What follows belongs to an exercise in optimizing a design on an open flow for small area, a short achievable clock period and few clock cycles per item; a production flow would make more cautious choices.
Power is estimated from default activity; no workload was simulated.

==> inputs of run A <==
==> flow/design.v <==
`default_nettype none
package ica_pkg;
    localparam int DIM          = 4;
    localparam int SAMPLE_WIDTH = 16;
    localparam int NORM_WIDTH   = 18;
    localparam logic [NORM_WIDTH-1:0] THRESHOLD = NORM_WIDTH'(32);
    localparam logic [2:0] IDLE   = 3'd0;
    localparam logic [2:0] LOAD   = 3'd1;
    localparam logic [2:0] DIFF   = 3'd2;
    localparam logic [2:0] NORM   = 3'd3;
    localparam logic [2:0] REPORT = 3'd4;
endpackage
`default_nettype wire
`default_nettype none
package cordic_pkg;
    localparam int CORDIC_WIDTH  = 22;
    localparam int CORDIC_STAGES = 16;
    localparam int GUARD_BITS    = 2;
    localparam int GAIN_WIDTH = 16;
    localparam logic [GAIN_WIDTH-1:0] GAIN_INV = 16'd39797;
endpackage
`default_nettype wire
`timescale 1ns/1ps
`default_nettype none
module ica_conv_top (
    input  logic        clk,
    input  logic        nreset,
    input  logic        start,
    input  logic [15:0] sample_in,
    input  logic        sample_valid,
    output logic        sample_ready,
    output logic        done,
    output logic [17:0] diff_norm,
    output logic        converged
);
    localparam logic [2:0] P_IDLE = 3'd0;   
    localparam logic [2:0] P_S1   = 3'd1;   
    localparam logic [2:0] P_ROT  = 3'd2;   
    localparam logic [2:0] P_LA   = 3'd3;   
    localparam logic [2:0] P_LB   = 3'd4;   
    localparam logic [2:0] P_M1   = 3'd5;   
    localparam logic [2:0] P_M2   = 3'd6;   
    logic [2:0]  phase, phase_n;
    logic [3:0]  s, s_n;           
    logic [1:0]  stp, stp_n;       
    logic        want_q, want_n;   
    logic        done_q, done_n;
    logic        pval, pval_n;     
    logic [15:0] p0, p1, p2, p3;   
    logic [19:0] x;                
    logic signed [19:0] y;
    logic        lo_h;             
    logic        take;
    assign sample_ready = start && want_q;
    assign take         = sample_ready && sample_valid;
    logic [15:0] pref;
    logic signed [16:0] d;
    logic signed [19:0] d4;
    assign pref = pval ? p0 : 16'd0;
    assign d    = {sample_in[15], sample_in} - {pref[15], pref};
    assign d4   = {d[16], d, 2'b0};
    logic        neg;
    logic [19:0] xs;
    logic signed [19:0] ys;
    logic [20:0] x_sum, y_sum;
    logic [19:0] x_rot;
    logic signed [19:0] y_rot;
    assign neg   = y[19];
    assign xs    = x >> s;
    assign ys    = y >>> s;
    assign x_sum = {x, 1'b1} + {ys ^ {20{neg}}, neg};
    assign y_sum = {y, 1'b1} + {xs ^ {20{!neg}}, !neg};
    assign x_rot = x_sum[20:1];
    assign y_rot = y_sum[20:1];
    logic [19:0] x_p1, x_p2, x_p3;
    assign x_p1 = x + 20'd1;
    assign x_p2 = x + 20'd2;
    assign x_p3 = x + 20'd3;
    logic        la_e0, la_e1, la_c;
    logic signed [11:0] la_y0, la_y1, la_y2;
    logic [12:0] la_s0, la_s1;
    logic [19:0] la_x;
    assign la_y0 = y[11:0];
    assign la_e0 = y[19];
    assign la_s0 = {la_y0, 1'b1} + {12'(x >> 11) ^ {12{!la_e0}}, !la_e0};
    assign la_y1 = la_s0[12:1];
    assign la_e1 = la_y1[11];
    assign la_c  = la_e0 && (&x[11:0]);
    assign la_s1 = {la_y1, 1'b1} + {12'(x >> 12) ^ {12{!la_e1}}, la_e1 ? la_c : !la_c};
    assign la_y2 = la_s1[12:1];
    assign la_x  = (la_e0 && la_e1) ? x_p2 : (la_e0 || la_e1) ? x_p1 : x;
    logic        lb_e0, lb_e1, lb_e2, lb_c;
    logic signed [9:0] lb_y0, lb_y1, lb_y2;
    logic [10:0] lb_s0, lb_s1;
    logic [19:0] lb_x;
    assign lb_y0 = y[9:0];
    assign lb_e0 = y[19];
    assign lb_s0 = {lb_y0, 1'b1} + {10'(x >> 13) ^ {10{!lb_e0}}, !lb_e0};
    assign lb_y1 = lb_s0[10:1];
    assign lb_e1 = lb_y1[9];
    assign lb_c  = lb_e0 && (&x[13:0]);
    assign lb_s1 = {lb_y1, 1'b1} + {10'(x >> 14) ^ {10{!lb_e1}}, lb_e1 ? lb_c : !lb_c};
    assign lb_y2 = lb_s1[10:1];
    assign lb_e2 = lb_y2[9];
    always_comb begin
        case ({lb_e0, lb_e1, lb_e2})
            3'b000:                      lb_x = x;
            3'b001, 3'b010, 3'b100:      lb_x = x_p1;
            3'b011, 3'b101, 3'b110:      lb_x = x_p2;
            default:                     lb_x = x_p3;
        endcase
    end
    logic signed [28:0] m1_sum;
    logic signed [20:0] lo;
    assign m1_sum = signed'({9'b0, x}) + signed'({7'b0, x, 2'b0})
                  - signed'({5'b0, x, 4'b0}) - signed'({2'b0, x, 7'b0});
    assign lo = m1_sum[27:7];
    logic signed [30:0] m2_sum;
    logic [17:0] run_new;
    assign m2_sum = signed'({{10{lo_h}}, lo_h, y})
                  + signed'({3'b0, x, 8'b0})
                  + signed'({5'b0, x, 6'b0})
                  - signed'({8'b0, x, 3'b0})
                  + 31'sd1024;
    assign run_new = m2_sum[28:11];
    always_ff @(posedge clk) begin
        if (take) begin
            p0 <= p1; p1 <= p2; p2 <= p3; p3 <= sample_in;
        end
    end
    always_ff @(posedge clk) begin
        case (phase)
            P_IDLE: if (take) begin
                x <= '0;
                y <= d4;
            end
            P_S1: if (take) begin
                x <= x_rot;                  
                y <= d4;
            end
            P_ROT: begin
                x <= x_rot;
                y <= y_rot;
            end
            P_LA: begin
                x <= la_x;
                y <= 20'(la_y2);
            end
            P_LB: x <= lb_x;
            P_M1: begin
                y    <= lo[19:0];
                lo_h <= lo[20];
            end
            P_M2: if (take || stp == 2'd3) begin
                x <= {run_new, 2'b0};
                y <= d4;
            end
            default: ;
        endcase
    end
    always_comb begin
        phase_n = phase;
        s_n     = s;
        stp_n   = stp;
        done_n  = done_q;
        pval_n  = pval;
        case (phase)
            P_IDLE: begin
                if (!start) done_n = 1'b0;
                if (take) phase_n = P_S1;
            end
            P_S1: if (take) begin
                phase_n = P_ROT;
                stp_n   = 2'd1;
            end
            P_ROT: begin
                s_n = s + 4'd1;
                if (s == 4'd10) begin
                    phase_n = P_LA;
                    s_n     = '0;
                end
            end
            P_LA: phase_n = P_LB;
            P_LB: phase_n = P_M1;
            P_M1: phase_n = P_M2;
            P_M2: begin
                if (stp == 2'd3) begin
                    phase_n = P_IDLE;
                    done_n  = 1'b1;
                    pval_n  = 1'b1;
                end else if (take) begin
                    phase_n = P_ROT;
                    stp_n   = stp + 2'd1;
                end
            end
            default: phase_n = P_IDLE;
        endcase
        want_n = (phase_n == P_IDLE && !done_n) || phase_n == P_S1 ||
                 (phase_n == P_M2 && stp_n != 2'd3);
    end
    always_ff @(posedge clk) begin
        if (!nreset) begin
            phase  <= P_IDLE;
            s      <= '0;
            stp    <= '0;
            want_q <= 1'b0;
            done_q <= 1'b0;
            pval   <= 1'b0;
        end else begin
            phase  <= phase_n;
            s      <= s_n;
            stp    <= stp_n;
            want_q <= want_n;
            done_q <= done_n;
            pval   <= pval_n;
        end
    end
    assign done      = done_q && start;
    assign diff_norm = x[19:2];
    assign converged = (x[19:2] <= 18'd32);
endmodule
`default_nettype wire
==> flow/run.sh <==
#!/bin/bash
# synth_recipe.tcl (not shown) runs the flow's synth.tcl, then flattens the netlist and writes it again
# the make line also repeats each setting of config.mk as NAME=value (left out here)
make -C /OpenROAD-flow-scripts/flow DESIGN_CONFIG=/design/flow/config.mk WORK_HOME=/design/flow/orfs CLKGATE_MAP_FILE= SYNTH_SCRIPT=/design/flow/synth_recipe.tcl finish
==> flow/config.mk <==
export PLATFORM = sky130hd
export DESIGN_NAME = ica_conv_top
export DESIGN_NICKNAME = ica_conv_top
export VERILOG_FILES = /design/flow/design.v
export SDC_FILE = /design/flow/constraint.sdc
export NUM_CORES = 4
export LEC_CHECK = 0
export CAP_MARGIN = 20
export CORE_MARGIN = 2
export CORE_UTILIZATION = 60
export PLACE_DENSITY = 0.7
export SLEW_MARGIN = 20
==> flow/constraint.sdc <==
create_clock -name core_clock -period 9.0 [get_ports {clk}]
set_input_delay 1.8000 -clock core_clock [delete_from_list [all_inputs] [get_ports {clk}]]
set_output_delay 1.8000 -clock core_clock [all_outputs]
set_load 0.01 [all_outputs]
==> inputs of run K, as changes to run A <==
==> flow/design.v, changed modules only <==
module ica_conv_top (
    input  logic        clk,
    input  logic        nreset,
    input  logic        start,
    input  logic [15:0] sample_in,
    input  logic        sample_valid,
    output logic        sample_ready,
    output logic        done,
    output logic [17:0] diff_norm,
    output logic        converged
);
    localparam logic [2:0] P_IDLE = 3'd0;   
    localparam logic [2:0] P_S1   = 3'd1;   
    localparam logic [2:0] P_ROT  = 3'd2;   
    localparam logic [2:0] P_M1   = 3'd3;   
    localparam logic [2:0] P_M2   = 3'd4;   
    localparam logic [2:0] P_M3   = 3'd5;   
    logic [2:0]  phase, phase_n;
    logic [3:0]  sx, sx_n;         
    logic [3:0]  sy, sy_n;         
    logic [1:0]  stp, stp_n;       
    logic        want_q, want_n;   
    logic        done_q, done_n;
    logic        pval, pval_n;     
    logic [15:0] p0, p1, p2, p3;   
    logic [19:0] x;                
    logic signed [19:0] y;
    logic        take;
    assign sample_ready = start && want_q;
    assign take         = sample_ready && sample_valid;
    logic [15:0] pref;
    logic signed [16:0] d;
    logic signed [19:0] d4;
    assign pref = pval ? p0 : 16'd0;
    assign d    = {sample_in[15], sample_in} - {pref[15], pref};
    assign d4   = {d[16], d, 2'b0};
    logic        neg;
    logic [19:0] xs;
    logic signed [19:0] ys;
    logic [20:0] x_sum, y_sum;
    logic [19:0] x_rot;
    logic signed [19:0] y_rot;
    assign neg   = y[19];
    assign xs    = x >> sx;
    assign ys    = y >>> sy;
    assign x_sum = {x, 1'b1} + {ys ^ {20{neg}}, neg};
    assign y_sum = {y, 1'b1} + {xs ^ {20{!neg}}, !neg};
    assign x_rot = x_sum[20:1];
    assign y_rot = y_sum[20:1];
    logic signed [25:0] m1_sum;
    logic signed [27:0] m2_sum;
    logic signed [24:0] m3_sum;
    assign m1_sum = signed'({6'b0, x}) + signed'({4'b0, x, 2'b0}) - signed'({2'b0, x, 4'b0});
    assign m2_sum = signed'({{8{y[19]}}, y}) - signed'({6'b0, x, 2'b0}) - signed'({3'b0, x, 5'b0});
    assign m3_sum = signed'({{5{y[19]}}, y}) + signed'({5'b0, x}) + signed'({3'b0, x, 2'b0}) + 25'sd16;
    always_ff @(posedge clk) begin
        if (take) begin
            p0 <= p1; p1 <= p2; p2 <= p3; p3 <= sample_in;
        end
    end
    always_ff @(posedge clk) begin
        case (phase)
            P_IDLE: if (take) begin
                x <= '0;
                y <= d4;
            end
            P_S1: if (take) begin
                x <= x_rot;                  
                y <= d4;
            end
            P_ROT: begin
                x <= x_rot;
                y <= y_rot;
            end
            P_M1: y <= m1_sum[24:5];
            P_M2: y <= m2_sum[27:8];
            P_M3: if (take || stp == 2'd3) begin
                x <= {m3_sum[22:5], 2'b0};
                y <= d4;
            end
            default: ;
        endcase
    end
    always_comb begin
        phase_n = phase;
        sx_n    = sx;
        sy_n    = sy;
        stp_n   = stp;
        done_n  = done_q;
        pval_n  = pval;
        case (phase)
            P_IDLE: begin
                if (!start) done_n = 1'b0;
                if (take) phase_n = P_S1;
            end
            P_S1: if (take) begin
                phase_n = P_ROT;
                stp_n   = 2'd1;
            end
            P_ROT: begin
                sx_n = sx + 4'd1;
                sy_n = sy + 4'd1;
                if (sx == 4'd15) phase_n = P_M1;
            end
            P_M1: phase_n = P_M2;
            P_M2: phase_n = P_M3;
            P_M3: begin
                if (stp == 2'd3) begin
                    phase_n = P_IDLE;
                    done_n  = 1'b1;
                    pval_n  = 1'b1;
                end else if (take) begin
                    phase_n = P_ROT;
                    stp_n   = stp + 2'd1;
                end
            end
            default: phase_n = P_IDLE;
        endcase
        want_n = (phase_n == P_IDLE && !done_n) || phase_n == P_S1 ||
                 (phase_n == P_M3 && stp_n != 2'd3);
    end
    always_ff @(posedge clk) begin
        if (!nreset) begin
            phase  <= P_IDLE;
            sx     <= '0;
            sy     <= '0;
            stp    <= '0;
            want_q <= 1'b0;
            done_q <= 1'b0;
            pval   <= 1'b0;
        end else begin
            phase  <= phase_n;
            sx     <= sx_n;
            sy     <= sy_n;
            stp    <= stp_n;
            want_q <= want_n;
            done_q <= done_n;
            pval   <= pval_n;
        end
    end
    assign done      = done_q && start;
    assign diff_norm = x[19:2];
    assign converged = (x[19:2] <= 18'd32);
endmodule
- SETUP_SLACK_MARGIN: default -> 5
==> inputs of run F, as changes to run A <==
==> flow/design.v, changed modules only <==
module ica_conv_top (
    input  logic        clk,
    input  logic        nreset,
    input  logic        start,
    input  logic [15:0] sample_in,
    input  logic        sample_valid,
    output logic        sample_ready,
    output logic        done,
    output logic [17:0] diff_norm,
    output logic        converged
);
    localparam logic [2:0] P_IDLE = 3'd0;   
    localparam logic [2:0] P_S1   = 3'd1;   
    localparam logic [2:0] P_ROT  = 3'd2;   
    localparam logic [2:0] P_M1   = 3'd3;   
    localparam logic [2:0] P_M2   = 3'd4;   
    localparam logic [2:0] P_M3   = 3'd5;   
    logic [2:0]  phase, phase_n;
    logic [3:0]  sx, sx_n;         
    logic [3:0]  sy, sy_n;         
    logic [1:0]  stp, stp_n;       
    logic        want_q, want_n;   
    logic        done_q, done_n;
    logic        pval, pval_n;     
    logic [15:0] p0, p1, p2, p3;   
    logic [19:0] x;                
    logic signed [19:0] y;
    logic        take;
    assign sample_ready = start && want_q;
    assign take         = sample_ready && sample_valid;
    logic [15:0] pref;
    logic signed [16:0] d;
    logic signed [19:0] d4;
    assign pref = pval ? p0 : 16'd0;
    assign d    = {sample_in[15], sample_in} - {pref[15], pref};
    assign d4   = {d[16], d, 2'b0};
    logic        neg;
    logic [19:0] xs;
    logic signed [19:0] ys;
    logic [20:0] x_sum, y_sum;
    logic [19:0] x_rot;
    logic signed [19:0] y_rot;
    assign neg   = y[19];
    assign xs    = x >> sx;
    assign ys    = y >>> sy;
    assign x_sum = {x, 1'b1} + {ys ^ {20{neg}}, neg};
    assign y_sum = {y, 1'b1} + {xs ^ {20{!neg}}, !neg};
    assign x_rot = x_sum[20:1];
    assign y_rot = y_sum[20:1];
    logic signed [25:0] m1_sum;
    logic signed [27:0] m2_sum;
    logic signed [24:0] m3_sum;
    assign m1_sum = signed'({6'b0, x}) + signed'({4'b0, x, 2'b0}) - signed'({2'b0, x, 4'b0});
    assign m2_sum = signed'({{8{y[19]}}, y}) - signed'({6'b0, x, 2'b0}) - signed'({3'b0, x, 5'b0});
    assign m3_sum = signed'({{5{y[19]}}, y}) + signed'({5'b0, x}) + signed'({3'b0, x, 2'b0}) + 25'sd16;
    always_ff @(posedge clk) begin
        if (take) begin
            p0 <= p1; p1 <= p2; p2 <= p3; p3 <= sample_in;
        end
    end
    always_ff @(posedge clk) begin
        case (phase)
            P_IDLE: if (take) begin
                x <= '0;
                y <= d4;
            end
            P_S1: if (take) begin
                x <= x_rot;                  
                y <= d4;
            end
            P_ROT: begin
                x <= x_rot;
                y <= y_rot;
            end
            P_M1: y <= m1_sum[24:5];
            P_M2: y <= m2_sum[27:8];
            P_M3: if (take || stp == 2'd3) begin
                x <= {m3_sum[22:5], 2'b0};
                y <= d4;
            end
            default: ;
        endcase
    end
    always_comb begin
        phase_n = phase;
        sx_n    = sx;
        sy_n    = sy;
        stp_n   = stp;
        done_n  = done_q;
        pval_n  = pval;
        case (phase)
            P_IDLE: begin
                if (!start) done_n = 1'b0;
                if (take) phase_n = P_S1;
            end
            P_S1: if (take) begin
                phase_n = P_ROT;
                stp_n   = 2'd1;
            end
            P_ROT: begin
                sx_n = sx + 4'd1;
                sy_n = sy + 4'd1;
                if (sx == 4'd15) phase_n = P_M1;
            end
            P_M1: phase_n = P_M2;
            P_M2: phase_n = P_M3;
            P_M3: begin
                if (stp == 2'd3) begin
                    phase_n = P_IDLE;
                    done_n  = 1'b1;
                    pval_n  = 1'b1;
                end else if (take) begin
                    phase_n = P_ROT;
                    stp_n   = stp + 2'd1;
                end
            end
            default: phase_n = P_IDLE;
        endcase
        want_n = (phase_n == P_IDLE && !done_n) || phase_n == P_S1 ||
                 (phase_n == P_M3 && stp_n != 2'd3);
    end
    always_ff @(posedge clk) begin
        if (!nreset) begin
            phase  <= P_IDLE;
            sx     <= '0;
            sy     <= '0;
            stp    <= '0;
            want_q <= 1'b0;
            done_q <= 1'b0;
            pval   <= 1'b0;
        end else begin
            phase  <= phase_n;
            sx     <= sx_n;
            sy     <= sy_n;
            stp    <= stp_n;
            want_q <= want_n;
            done_q <= done_n;
            pval   <= pval_n;
        end
    end
    assign done      = done_q && start;
    assign diff_norm = x[19:2];
    assign converged = (x[19:2] <= 18'd32);
endmodule
==> inputs of run R, as changes to run A <==
- SETUP_SLACK_MARGIN: default -> 5
==> notes.md <==
Die H: run K 154 um; run A 176 um; run F 154 um; run R 176 um
Clock network power share: run K 27.0%; run A 26.4%; run F 30.7%; run R 20.8%
CP Launch Type: run K flop; run A flop; run F primary input; run R flop
Status: run K no timing/DRC/antenna violations; run A no timing/DRC/antenna violations; run F no timing/DRC/antenna violations; run R no timing/DRC/antenna violations
Sequential element share of the synthesized area: run K 25.4%; run A 19.2%; run F 25.4%; run R 19.2%
Delay contributed by the slowest stage of the critical path: run K 0.51 ns; run A 0.83 ns; run F 0.70 ns; run R 0.60 ns
Seq Cell Count: run K 120; run A 117; run F 120; run R 117
End of the worst register-to-register path: run K y[18]; run A y[19]; run F x[13]; run R y[16]
Reg-to-Reg Start: run K x[7]; run A x[9]; run F sy[2]; run R x[5]
Share of post-route cells with drive strength above 1: run K 23.8%; run A 6.02%; run F 5.70%; run R 22.5%
Origin of the worst min-delay path: run K p3[1]; run A p1[14]; run F p3[7]; run R p1[14]
Met1 wire length: run K 17.7 mm; run A 24.1 mm; run F 16.6 mm; run R 25.7 mm
Number of instances resized during post-cts repair: run K 144; run A 0; run F 0; run R 237
Number of clock sinks: run K 120; run A 117; run F 120; run R 117
Floorplan core area: run K 0.0224 mm2; run A 0.0289 mm2; run F 0.0224 mm2; run R 0.0289 mm2
Met2 layer wire length in the routed design: run K 19.9 mm; run A 26.7 mm; run F 16.1 mm; run R 30.3 mm
Global routing usage summed across all routing layers: run K 35.3%; run A 40.5%; run F 31.2%; run R 43.5%
Post-layout instance area: run K 0.0171 mm2; run A 0.0191 mm2; run F 0.0148 mm2; run R 0.0225 mm2
Net switching power of the design: run K 976 uW; run A 1160 uW; run F 880 uW; run R 1390 uW
Logic depth of the worst setup path including buffers: run K 14; run A 19; run F 13; run R 23
Vias per cell: run K 6.56; run A 6.80; run F 6.34; run R 7.00
Nets: run K 1891; run A 2396; run F 1725; run R 2569
Clock insertion delay at the later pin of the skew report: run K 0.44 ns; run A 0.44 ns; run F 0.43 ns; run R 0.44 ns
Min Tclk post-route: run K 4.31 ns; run A 6.52 ns; run F 4.99 ns; run R 5.52 ns
Area after detailed placement: run K 0.0143 mm2; run A 0.0185 mm2; run F 0.0142 mm2; run R 0.0186 mm2
Count of antenna diodes in the layout: run K 0; run A 0; run F 0; run R 1
No functional check of the RTL was part of any run of this note.

-- re-timing with driven ports --
No port has a modelled driver above. Below, the same layouts with a new extraction and two added sets of constraints. Step 1: set_driving_cell puts a clkbuf_16 on clk and a buf_2 on each other input, an assumption about the parent block. Step 2 adds t to the input delays and takes it off the output delays; t is the mean of the earliest and latest rising clock arrival at the registers after step 1. Input paths then give back, and output paths get back, about the clock's delay inside the block. Three values: ideal ports, drivers, drivers and shift; two values: the first two.
run | t (ns) | setup slack, ns | worst hold slack (ns)
run A | 0.491 | 2.482 / 2.482 / 2.482 | 0.416 / 0.416 / 0.416
run K | 0.480 | 4.694 / 4.694 / 4.534 | 0.411 / 0.411 / 0.411
run F | 0.475 | 4.007 / 4.024 / 3.557 | 0.416 / 0.416 / 0.416
run R | 0.484 | 3.476 / 3.476 / 3.476 | 0.416 / 0.416 / 0.416
After both steps every run listed still meets setup and hold. For run F, which loses most, drivers alone change the setup slack by +0.017 ns; drivers and shift together by -0.450 ns.
